This design comes from an exercise in tuning for small area and a short achievable clock period on the open sky130 flow, not from production work.
The RTL was checked by simulation tests, not by an equivalence proof against the original design.
Power and IR drop assume default switching activity.

==> design/flow/design.v <==
package bmu_op_pkg;
  localparam int BMU_OP_W = 6;
  typedef enum logic [BMU_OP_W-1:0] {
    OP_NOP,
    OP_ADD,
    OP_SUB,
    OP_SLT,
    OP_SLTU,
    OP_AND,
    OP_OR,
    OP_XOR,
    OP_ANDN,
    OP_ORN,
    OP_XNOR,
    OP_SLL,
    OP_SRL,
    OP_SRA,
    OP_ROL,
    OP_ROR,
    OP_SH1ADD,
    OP_SH2ADD,
    OP_SH3ADD,
    OP_CLZ,
    OP_CTZ,
    OP_CPOP,
    OP_SEXT_B,
    OP_SEXT_H,
    OP_MIN,
    OP_MAX,
    OP_MINU,
    OP_MAXU,
    OP_PACK,
    OP_PACKU,
    OP_PACKH,
    OP_REV8,
    OP_ORC_B,
    OP_BSET,
    OP_BCLR,
    OP_BINV,
    OP_BEXT,
    OP_CSRW,
    OP_CSRWI
  } bmu_op_e;
endpackage
package bmu_data_pkg;
  localparam int BMU_XLEN = 32;
  localparam int BMU_SHAMT_W = $clog2(BMU_XLEN);
  localparam int BMU_COUNT_W = $clog2(BMU_XLEN) + 1;
  typedef logic [BMU_XLEN-1:0] bmu_word_t;
  typedef logic [BMU_SHAMT_W-1:0] bmu_shamt_t;
  typedef logic [BMU_COUNT_W-1:0] bmu_count_t;
endpackage
module bmu_decode #(
  parameter bit ZBA_EN = 1'b1,
  parameter bit ZBB_EN = 1'b1,
  parameter bit ZBS_EN = 1'b1,
  parameter bit ZBP_EN = 1'b1
) (
  input  bmu_op_pkg::bmu_op_e op,
  input  logic                csr_ren,
  output bmu_op_pkg::bmu_op_e legal_op,
  output logic                csr_sel,
  output logic                illegal
);
  logic ext_off;
  always_comb begin
    case (op)
      bmu_op_pkg::OP_SH1ADD, bmu_op_pkg::OP_SH2ADD, bmu_op_pkg::OP_SH3ADD:
        ext_off = !ZBA_EN;
      bmu_op_pkg::OP_CLZ, bmu_op_pkg::OP_CTZ, bmu_op_pkg::OP_CPOP, bmu_op_pkg::OP_SEXT_B, bmu_op_pkg::OP_SEXT_H,
      bmu_op_pkg::OP_MIN, bmu_op_pkg::OP_MAX, bmu_op_pkg::OP_MINU, bmu_op_pkg::OP_MAXU,
      bmu_op_pkg::OP_ANDN, bmu_op_pkg::OP_ORN, bmu_op_pkg::OP_XNOR, bmu_op_pkg::OP_ROL, bmu_op_pkg::OP_ROR,
      bmu_op_pkg::OP_REV8, bmu_op_pkg::OP_ORC_B, bmu_op_pkg::OP_PACK, bmu_op_pkg::OP_PACKH:
        ext_off = !ZBB_EN;
      bmu_op_pkg::OP_BSET, bmu_op_pkg::OP_BCLR, bmu_op_pkg::OP_BINV, bmu_op_pkg::OP_BEXT:
        ext_off = !ZBS_EN;
      bmu_op_pkg::OP_PACKU:
        ext_off = !ZBP_EN;
      default:
        ext_off = 1'b0;
    endcase
  end
  assign illegal = (csr_ren && (op != bmu_op_pkg::OP_NOP)) || ext_off;
  assign csr_sel = csr_ren && (op == bmu_op_pkg::OP_NOP);
  assign legal_op = illegal ? bmu_op_pkg::OP_NOP : op;
endmodule
module bmu_arith (
  input  bmu_op_pkg::bmu_op_e     op,
  input  bmu_data_pkg::bmu_word_t a,
  input  bmu_data_pkg::bmu_word_t b,
  output bmu_data_pkg::bmu_word_t arith_result
);
  logic              sub_sel;
  logic              unsigned_cmp;
  bmu_data_pkg::bmu_word_t         a_sh;
  bmu_data_pkg::bmu_word_t         b_op;
  logic [bmu_data_pkg::BMU_XLEN:0] add_full;
  bmu_data_pkg::bmu_word_t         sum;
  logic              cout;
  logic              ov;
  logic              lt;
  assign sub_sel = ((op == bmu_op_pkg::OP_SUB) || (op == bmu_op_pkg::OP_SLT) || (op == bmu_op_pkg::OP_SLTU) || (op == bmu_op_pkg::OP_MIN) || (op == bmu_op_pkg::OP_MAX) || (op == bmu_op_pkg::OP_MINU) || (op == bmu_op_pkg::OP_MAXU));
  assign unsigned_cmp = ((op == bmu_op_pkg::OP_SLTU) || (op == bmu_op_pkg::OP_MINU) || (op == bmu_op_pkg::OP_MAXU));
  always_comb begin
    case (op)
      bmu_op_pkg::OP_SH1ADD: a_sh = {a[bmu_data_pkg::BMU_XLEN-2:0], 1'b0};
      bmu_op_pkg::OP_SH2ADD: a_sh = {a[bmu_data_pkg::BMU_XLEN-3:0], 2'b0};
      bmu_op_pkg::OP_SH3ADD: a_sh = {a[bmu_data_pkg::BMU_XLEN-4:0], 3'b0};
      default:   a_sh = a;
    endcase
  end
  assign b_op = sub_sel ? ~b : b;
  assign add_full = {1'b0, a_sh} + {1'b0, b_op} + {{bmu_data_pkg::BMU_XLEN{1'b0}}, sub_sel};
  assign sum = add_full[bmu_data_pkg::BMU_XLEN-1:0];
  assign cout = add_full[bmu_data_pkg::BMU_XLEN];
  assign ov = (~a[bmu_data_pkg::BMU_XLEN-1] & ~b_op[bmu_data_pkg::BMU_XLEN-1] & sum[bmu_data_pkg::BMU_XLEN-1]) |
              (a[bmu_data_pkg::BMU_XLEN-1] & b_op[bmu_data_pkg::BMU_XLEN-1] & ~sum[bmu_data_pkg::BMU_XLEN-1]);
  assign lt = unsigned_cmp ? ~cout : (sum[bmu_data_pkg::BMU_XLEN-1] ^ ov);
  always_comb begin
    case (op)
      bmu_op_pkg::OP_ADD, bmu_op_pkg::OP_SUB, bmu_op_pkg::OP_SH1ADD, bmu_op_pkg::OP_SH2ADD, bmu_op_pkg::OP_SH3ADD:
        arith_result = sum;
      bmu_op_pkg::OP_SLT, bmu_op_pkg::OP_SLTU:
        arith_result = {{(bmu_data_pkg::BMU_XLEN-1){1'b0}}, lt};
      bmu_op_pkg::OP_MIN, bmu_op_pkg::OP_MINU:
        arith_result = lt ? a : b;
      bmu_op_pkg::OP_MAX, bmu_op_pkg::OP_MAXU:
        arith_result = lt ? b : a;
      default:
        arith_result = '0;
    endcase
  end
endmodule
module bmu_logic_shift (
  input  bmu_op_pkg::bmu_op_e     op,
  input  bmu_data_pkg::bmu_word_t a,
  input  bmu_data_pkg::bmu_word_t b,
  output bmu_data_pkg::bmu_word_t logic_shift_result
);
  logic                  invert_b;
  logic                  left;
  bmu_data_pkg::bmu_word_t             b_eff;
  bmu_data_pkg::bmu_shamt_t            shamt;
  bmu_data_pkg::bmu_shamt_t            fun_amt;
  bmu_data_pkg::bmu_word_t             sll_mask;
  logic [2*bmu_data_pkg::BMU_XLEN-2:0] fun_in;
  logic [2*bmu_data_pkg::BMU_XLEN-2:0] fun_out;
  assign invert_b = ((op == bmu_op_pkg::OP_ANDN) || (op == bmu_op_pkg::OP_ORN) || (op == bmu_op_pkg::OP_XNOR));
  assign b_eff = invert_b ? ~b : b;
  assign left = ((op == bmu_op_pkg::OP_SLL) || (op == bmu_op_pkg::OP_ROL));
  assign shamt = b[bmu_data_pkg::BMU_SHAMT_W-1:0];
  assign fun_amt = left ? bmu_data_pkg::bmu_shamt_t'(bmu_data_pkg::BMU_XLEN - shamt) : shamt;
  always_comb begin
    fun_in[bmu_data_pkg::BMU_XLEN-1:0] = a;
    case (op)
      bmu_op_pkg::OP_SRA:
        fun_in[2*bmu_data_pkg::BMU_XLEN-2:bmu_data_pkg::BMU_XLEN] = {(bmu_data_pkg::BMU_XLEN-1){a[bmu_data_pkg::BMU_XLEN-1]}};
      bmu_op_pkg::OP_SLL, bmu_op_pkg::OP_ROL, bmu_op_pkg::OP_ROR:
        fun_in[2*bmu_data_pkg::BMU_XLEN-2:bmu_data_pkg::BMU_XLEN] = a[bmu_data_pkg::BMU_XLEN-2:0];
      default:
        fun_in[2*bmu_data_pkg::BMU_XLEN-2:bmu_data_pkg::BMU_XLEN] = '0;
    endcase
  end
  assign fun_out = fun_in >> fun_amt;
  assign sll_mask = {bmu_data_pkg::BMU_XLEN{1'b1}} << shamt;
  always_comb begin
    case (op)
      bmu_op_pkg::OP_AND, bmu_op_pkg::OP_ANDN:
        logic_shift_result = a & b_eff;
      bmu_op_pkg::OP_OR, bmu_op_pkg::OP_ORN:
        logic_shift_result = a | b_eff;
      bmu_op_pkg::OP_XOR, bmu_op_pkg::OP_XNOR:
        logic_shift_result = a ^ b_eff;
      bmu_op_pkg::OP_SLL:
        logic_shift_result = fun_out[bmu_data_pkg::BMU_XLEN-1:0] & sll_mask;
      bmu_op_pkg::OP_SRL, bmu_op_pkg::OP_SRA, bmu_op_pkg::OP_ROL, bmu_op_pkg::OP_ROR:
        logic_shift_result = fun_out[bmu_data_pkg::BMU_XLEN-1:0];
      bmu_op_pkg::OP_BEXT:
        logic_shift_result = {{(bmu_data_pkg::BMU_XLEN-1){1'b0}}, fun_out[0]};
      default:
        logic_shift_result = '0;
    endcase
  end
endmodule
module bmu_bitcount (
  input  bmu_op_pkg::bmu_op_e      op,
  input  bmu_data_pkg::bmu_word_t  a,
  output bmu_data_pkg::bmu_count_t count_result
);
  bmu_data_pkg::bmu_word_t  lzc_in;
  bmu_data_pkg::bmu_count_t lz;
  bmu_data_pkg::bmu_count_t pop;
  always_comb begin
    for (int i = 0; i < bmu_data_pkg::BMU_XLEN; i++) begin
      lzc_in[i] = (op == bmu_op_pkg::OP_CTZ) ? a[bmu_data_pkg::BMU_XLEN-1-i] : a[i];
    end
  end
  always_comb begin
    lz = bmu_data_pkg::bmu_count_t'(bmu_data_pkg::BMU_XLEN);
    for (int i = 0; i < bmu_data_pkg::BMU_XLEN; i++) begin
      if (lzc_in[i]) begin
        lz = bmu_data_pkg::bmu_count_t'(bmu_data_pkg::BMU_XLEN - 1 - i);
      end
    end
  end
  always_comb begin
    pop = '0;
    for (int i = 0; i < bmu_data_pkg::BMU_XLEN; i++) begin
      pop = pop + bmu_data_pkg::bmu_count_t'(a[i]);
    end
  end
  assign count_result = (((op == bmu_op_pkg::OP_CLZ) || (op == bmu_op_pkg::OP_CTZ))) ? lz :
                        (op == bmu_op_pkg::OP_CPOP)              ? pop : '0;
endmodule
module bmu_bitfield (
  input  bmu_op_pkg::bmu_op_e     op,
  input  bmu_data_pkg::bmu_word_t a,
  input  bmu_data_pkg::bmu_word_t b,
  output bmu_data_pkg::bmu_word_t bitfield_result
);
  localparam int HALF = bmu_data_pkg::BMU_XLEN / 2;
  localparam int BYTES = bmu_data_pkg::BMU_XLEN / 8;
  bmu_data_pkg::bmu_word_t rev8;
  bmu_data_pkg::bmu_word_t orc_b;
  bmu_data_pkg::bmu_word_t one_hot;
  always_comb begin
    for (int k = 0; k < BYTES; k++) begin
      rev8[8*k +: 8] = a[bmu_data_pkg::BMU_XLEN-8-8*k +: 8];
      orc_b[8*k +: 8] = {8{|a[8*k +: 8]}};
    end
  end
  assign one_hot = bmu_data_pkg::bmu_word_t'(1) << bmu_data_pkg::bmu_shamt_t'(b[bmu_data_pkg::BMU_SHAMT_W-1:0]);
  always_comb begin
    case (op)
      bmu_op_pkg::OP_SEXT_B: bitfield_result = {{(bmu_data_pkg::BMU_XLEN-8){a[7]}}, a[7:0]};
      bmu_op_pkg::OP_SEXT_H: bitfield_result = {{HALF{a[HALF-1]}}, a[HALF-1:0]};
      bmu_op_pkg::OP_PACK:   bitfield_result = {b[HALF-1:0], a[HALF-1:0]};
      bmu_op_pkg::OP_PACKU:  bitfield_result = {b[bmu_data_pkg::BMU_XLEN-1:HALF], a[bmu_data_pkg::BMU_XLEN-1:HALF]};
      bmu_op_pkg::OP_PACKH:  bitfield_result = {{HALF{1'b0}}, b[7:0], a[7:0]};
      bmu_op_pkg::OP_REV8:   bitfield_result = rev8;
      bmu_op_pkg::OP_ORC_B:  bitfield_result = orc_b;
      bmu_op_pkg::OP_BSET:   bitfield_result = a | one_hot;
      bmu_op_pkg::OP_BCLR:   bitfield_result = a & ~one_hot;
      bmu_op_pkg::OP_BINV:   bitfield_result = a ^ one_hot;
      default:   bitfield_result = '0;
    endcase
  end
endmodule
module bmu_result (
  input  logic                     clk,
  input  logic                     rst_n,
  input  logic                     valid_in,
  input  bmu_op_pkg::bmu_op_e      op,
  input  bmu_data_pkg::bmu_word_t  a,
  input  bmu_data_pkg::bmu_word_t  b,
  input  logic                     csr_sel,
  input  bmu_data_pkg::bmu_word_t  csr_rddata,
  input  logic                     illegal,
  input  bmu_data_pkg::bmu_word_t  arith_result,
  input  bmu_data_pkg::bmu_word_t  logic_shift_result,
  input  bmu_data_pkg::bmu_count_t count_result,
  input  bmu_data_pkg::bmu_word_t  bitfield_result,
  output bmu_data_pkg::bmu_word_t  result,
  output logic                     error
);
  bmu_data_pkg::bmu_word_t csr_wr;
  bmu_data_pkg::bmu_word_t merged;
  bmu_data_pkg::bmu_word_t result_next;
  assign csr_wr = (op == bmu_op_pkg::OP_CSRW)  ? a :
                  (op == bmu_op_pkg::OP_CSRWI) ? b : '0;
  assign merged = arith_result | logic_shift_result | bmu_data_pkg::bmu_word_t'(count_result) |
                  bitfield_result | csr_wr;
  assign result_next = illegal ? '0 : (csr_sel ? csr_rddata : merged);
  always_ff @(posedge clk or negedge rst_n) begin
    if (!rst_n) begin
      result <= '0;
      error  <= 1'b0;
    end else if (valid_in) begin
      result <= result_next;
      error  <= illegal;
    end
  end
endmodule
module bmu_top #(
  parameter bit ZBA_EN = 1'b1,
  parameter bit ZBB_EN = 1'b1,
  parameter bit ZBS_EN = 1'b1,
  parameter bit ZBP_EN = 1'b1
) (
  input  logic                    clk,
  input  logic                    rst_n,
  input  logic                    valid_in,
  input  bmu_op_pkg::bmu_op_e     op,
  input  logic                    csr_ren,
  input  bmu_data_pkg::bmu_word_t csr_rddata,
  input  bmu_data_pkg::bmu_word_t a,
  input  bmu_data_pkg::bmu_word_t b,
  output bmu_data_pkg::bmu_word_t result,
  output logic                    error
);
  bmu_op_pkg::bmu_op_e    legal_op;
  logic       csr_sel;
  logic       illegal;
  bmu_data_pkg::bmu_word_t  arith_result;
  bmu_data_pkg::bmu_word_t  logic_shift_result;
  bmu_data_pkg::bmu_count_t count_result;
  bmu_data_pkg::bmu_word_t  bitfield_result;
  bmu_decode #(
    .ZBA_EN(ZBA_EN),
    .ZBB_EN(ZBB_EN),
    .ZBS_EN(ZBS_EN),
    .ZBP_EN(ZBP_EN)
  ) u_decode (
    .op      (op),
    .csr_ren (csr_ren),
    .legal_op(legal_op),
    .csr_sel (csr_sel),
    .illegal (illegal)
  );
  bmu_arith u_arith (.op(legal_op), .a(a), .b(b), .arith_result(arith_result));
  bmu_logic_shift u_logic_shift (
    .op                (legal_op),
    .a                 (a),
    .b                 (b),
    .logic_shift_result(logic_shift_result)
  );
  bmu_bitcount u_bitcount (.op(legal_op), .a(a), .count_result(count_result));
  bmu_bitfield u_bitfield (.op(legal_op), .a(a), .b(b), .bitfield_result(bitfield_result));
  bmu_result u_result (
    .clk               (clk),
    .rst_n             (rst_n),
    .valid_in          (valid_in),
    .op                (legal_op),
    .a                 (a),
    .b                 (b),
    .csr_sel           (csr_sel),
    .csr_rddata        (csr_rddata),
    .illegal           (illegal),
    .arith_result      (arith_result),
    .logic_shift_result(logic_shift_result),
    .count_result      (count_result),
    .bitfield_result   (bitfield_result),
    .result            (result),
    .error             (error)
  );
endmodule
==> design/flow/run.sh <==
#!/bin/bash
# synth_recipe.tcl (not shown) runs the flow's synth.tcl, then flattens the netlist and writes it again
# the make line also repeats each setting of config.mk as NAME=value (left out here)
make -C /OpenROAD-flow-scripts/flow DESIGN_CONFIG=/design/flow/config.mk WORK_HOME=/design/flow/orfs CLKGATE_MAP_FILE= SYNTH_SCRIPT=/design/flow/synth_recipe.tcl finish
==> design/flow/config.mk <==
export PLATFORM = sky130hd
export DESIGN_NAME = bmu_top
export DESIGN_NICKNAME = bmu_top
export VERILOG_FILES = /design/flow/design.v
export SDC_FILE = /design/flow/constraint.sdc
export NUM_CORES = 4
export LEC_CHECK = 0
export CAP_MARGIN = 20
export CORE_MARGIN = 2
export CORE_UTILIZATION = 40
export PLACE_DENSITY = 0.6
export SLEW_MARGIN = 20
==> design/flow/constraint.sdc <==
create_clock -name core_clock -period 7.5 [get_ports {clk}]
set_input_delay 1.5000 -clock core_clock [delete_from_list [all_inputs] [get_ports {clk}]]
set_output_delay 1.5000 -clock core_clock [all_outputs]
set_load 0.01 [all_outputs]
==> summary.txt <==
==> how the worst max path moves through the flow <==
stage	from	to	slack (ps)
2_1_floorplan	a[1]	u_result.result[4]	640
3_3_place_gp	a[0]	u_result.result[1]	-10
3_5_place_dp	a[0]	u_result.result[1]	-290
4_1_cts	a[0]	u_result.result[1]	1
5_1_grt	a[1]	u_result.result[4]	5
6_report	a[0]	u_result.result[1]	220
==> through the flow <==
step / hold WS [ps] / instance area [um^2] / setup TNS (ps) / power (mW)
floorplan: 520 / 14800 / 0 / 1.16
global placement: 471 / 17400 / -10.2 / 1.76
detailed placement: 474 / 17400 / -290 / 1.77
CTS: 498 / 17500 / 0 / 2.02
global route: 518 / 17600 / 0 / 2.20
finish: 508 / 17600 / 0 / 2.09
==> layer usage <==
| layer | GRT usage | vias to the layer above | share of wire |
|---|---|---|---|
| li1 | - | 7958 | - |
| met1 | 0.580 | 9008 | 0.37 |
| met2 | 0.661 | 1489 | 0.39 |
| met3 | 0.168 | 411 | 0.15 |
| met4 | 0.316 | 8 | 0.086 |
| met5 | 0 | - | 0.00062 |
==> cell usage after synthesis, types with 11 or more instances <==
cell | number | area, um^2
nand3_1 | 76 | 380
dfrtp_1 | 33 | 826
mux4_2 | 20 | 450
o2111ai_1 | 22 | 193
nand2_1 | 226 | 848
a221oi_1 | 42 | 368
fa_1 | 25 | 500
a21o_1 | 21 | 158
a211oi_1 | 33 | 248
buf_1 | 22 | 82.6
a31oi_1 | 26 | 163
xnor2_1 | 51 | 447
o21ai_1 | 12 | 60.1
nand4_1 | 19 | 119
buf_2 | 11 | 55.1
a22oi_1 | 82 | 616
nand2b_1 | 17 | 106
ha_1 | 176 | 2200
nor3_1 | 43 | 215
o21ai_0 | 116 | 581
o21a_1 | 12 | 90.1
or3_1 | 11 | 68.8
inv_1 | 95 | 357
o31ai_1 | 14 | 105
o221ai_1 | 15 | 131
a221o_1 | 13 | 130
a21oi_1 | 132 | 661
a2111oi_0 | 13 | 114
clkbuf_1 | 151 | 567
nor4_1 | 13 | 81.3
o211ai_1 | 27 | 203
xor2_1 | 40 | 350
nor2_1 | 132 | 495
o22ai_1 | 23 | 144
mux2i_1 | 113 | 1130
==> worst reg2reg max path, cell delays in order, from the launching register on <==
cell and delay [ps]:
dfrtp_1 420, nor2b_1 220, a221oi_1 260, nand2_1 120, a2111oi_0 440, nand3_1 340, o22ai_1 250, o21ai_1 80
==> power by group through the flow <==
stage / registers (mW) / logic, mW / clock network (mW)
2_1_floorplan: 0.211 / 0.952 / 0
3_3_place_gp: 0.206 / 1.56 / 0
3_5_place_dp: 0.206 / 1.56 / 0
4_1_cts: 0.203 / 1.57 / 0.243
5_1_grt: 0.205 / 1.74 / 0.252
6_report: 0.203 / 1.64 / 0.247
==> kinds of logic (layout without fill, tap and decap cells) <==
group / count (synthesis) / after routing / share of synthesized area
AOI/OAI and AO/OA: 689 / 689 / 0.323
DFF: 33 / 33 / 0.0559
muxes: 145 / 145 / 0.116
xor gates and xnor gates: 92 / 92 / 0.0558
other: 0 / 4 / 0
buffers and inverters: 287 / 412 / 0.0761
and+or+nand+nor: 602 / 602 / 0.190
adders and majority gates: 201 / 201 / 0.183
==> registers in the layout, indices dropped and copies added (netlist names) <==
signal,cells
u_result.result,32
u_result.error,1
==> area by class of cell <==
class                      count  area, um^2  share of cell area
antenna                        4        10.0            0.000570
clock buffer                   5         125             0.00713
clock inverter                 3        46.3             0.00264
inverter                      97         364              0.0207
multi-input combinational   1729       12900               0.737
sequential                    33         826              0.0470
tap                          468         586              0.0333
timing repair buffer         307        2660               0.151
==> timing repair <==
item                                   in CTS  in global routing
setup endpoints to repair                   0                  1
resized for setup                           0                  3
endpoints found under the hold margin       0                  0
hold buffers                                0                  0
==> flow_summary.yaml <==
setup_path:
  worstPathMaxFanout: 2
  crit_cells: 18
  worstRegToRegCells: 7
  crit_chain: "clkdlybuf4s50_1 > inv_1 > ha_1 > inv_1 > fa_1 > fa_1 > fa_1 > fa_1 > fa_1 > fa_1 > fa_1 > fa_1 > nor2_1 > a2111oi_4 > buf_4 > nand4_1 > o221ai_1 > o221ai_1"
  critPathMaxStageDelay_ps: 560
  path_delay_family: "adder cells"
  required_ps: 7640
  cp_common_cell: "fa_1"
  path_buf_inv: 4
  critPathKind: "input pin to flop"
  start_kind: "input pin"
  slowest_stage: "fa_1"
  arrival_ps: 7420
  crit_path_end_kind: "flop"
  reg2reg_to: "u_result.result[13]"
  r2r_slack_ps: 5270
  rr_startpoint: "u_result.result[13]"
timing:
  setup_violations: 0
  setup_slack_ps: 224
  slew_viol_final: 0
  rsz0062_at_grt: "no"
  tightest_slew_ps: 1100
  period_needed_ps: 7280
  relSlewSlack: 0.260
  hold_viol: 0
  clock_skew_ps: 0
  max_freq_ghz: 0.137
  period_share: 0.970
clock_network:
  cts_sinks: 33
  cts_buffer_depth: 2
  cts_made_buffers: 5
  htree_num_levels: 2
  path_clk_slew_ps: 60
  insertion_delay_ps: 280
  root_buffer: "clkbuf_16"
  cts_post_setup_buffers_inserted: 0
  cts_tree: "yes"
yosys:
  syn_nets: 2356
  ys_types: 88
  synthArstFlopShare: 1.00
  yosysSeqAreaShare: 0.0559
  synth_edf_count: 0
  avgSynthCellArea_um2: 7.22
  ys.flop_type: "dfrtp_1"
  yosys_warnings: 6
  netlist_area_um2: 14800
  yosys_register_bits: 33
  syn_inst: 2049
power:
  sw_frac_of_total: 0.524
  cellLeakagePower_nw: 7.37
  p_switching_mw: 1.09
  p_seq_frac: 0.097
  peakVddDrop_mv: 0.142
  clockPowerShare: 0.118
  powerDensity_nw_per_um2: 119
  p_int_mw: 0.995
  p_comb_frac: 0.784
hold_path:
  worstHoldPathType: "flop to flop"
  min_to: "u_result.error"
  worstHoldPathCells: 1
  min_from: "u_result.error"
run:
  drv_cap: 0
global_route:
  grt_pass1_vias: 17900
  grt_pass1_wl_mm: 130
  grt_max_degree: 49
  antenna_found_initial: 8
  grt.overflow.total: 0
  grt_use_total: 0.464
floorplanning:
  fp-row-count: 70
  ioPinCount: 139
  core_region_area_um2: 36500
  die_h_um: 196
  fp.dieArea_um2: 38500
  start_util: 0.405
  dieWidth_um: 196
layout:
  syn2layout_area_growth_pct: 18.8
  drive_gt1_frac: 0.118
  final_cell_mix: "224 x nand2_1, 176 x ha_1, 167 x buf_4, 134 x clkdlybuf4s50_1, 132 x a21oi_1"
  layout_commonest_cell: "nand2_1"
  layout.nets: 2480
  finalNonFillerCells: 2646
  postLayoutCoreUtil: 0.481
  fillers: 3704
detailed_routing:
  route.detailed.drc: 0
  drt-total-wl_mm: 91.8
  wire_per_inst_um: 34.7
  ant_nets: 0
  dr.pass1.iters: 7
  first_iter_violations: 2708
  vias: 18900
  vias_per_cell: 7.13
placement:
  port_buffers: 138
  dp_hpwl_mm: 68.8
  dpl_worst_slack_ps: -290
  gp_congestion: 1.08
  dp_cells: 2634
status:
  status: "timing/DRC/antenna clean"

## afterwards: timing with drivers on the ports
How much do the figures lean on ideal ports? The routed layout below was timed once more, with nothing changed but the port constraints. Step 1: set_driving_cell puts a clkbuf_16 on clk and a buf_2 on each other input, an assumption about the parent block. Step 2 also shifts input and output timing later by t, the mid clock arrival at the registers, as if the neighbouring blocks saw the same clock. Slacks: no drivers / after step 1 / after step 2; pairs: no drivers / after step 1.
shift t [ns]: 0.318
slack for setup (ns): 0.224 / 0.227 / -0.091
worst slew at a driven data input, ns: 0.07
With both steps, setup timing fails in this run, where it was met with ideal ports. For this run, drivers alone change the setup slack by +0.003 ns; drivers and shift together by -0.315 ns.
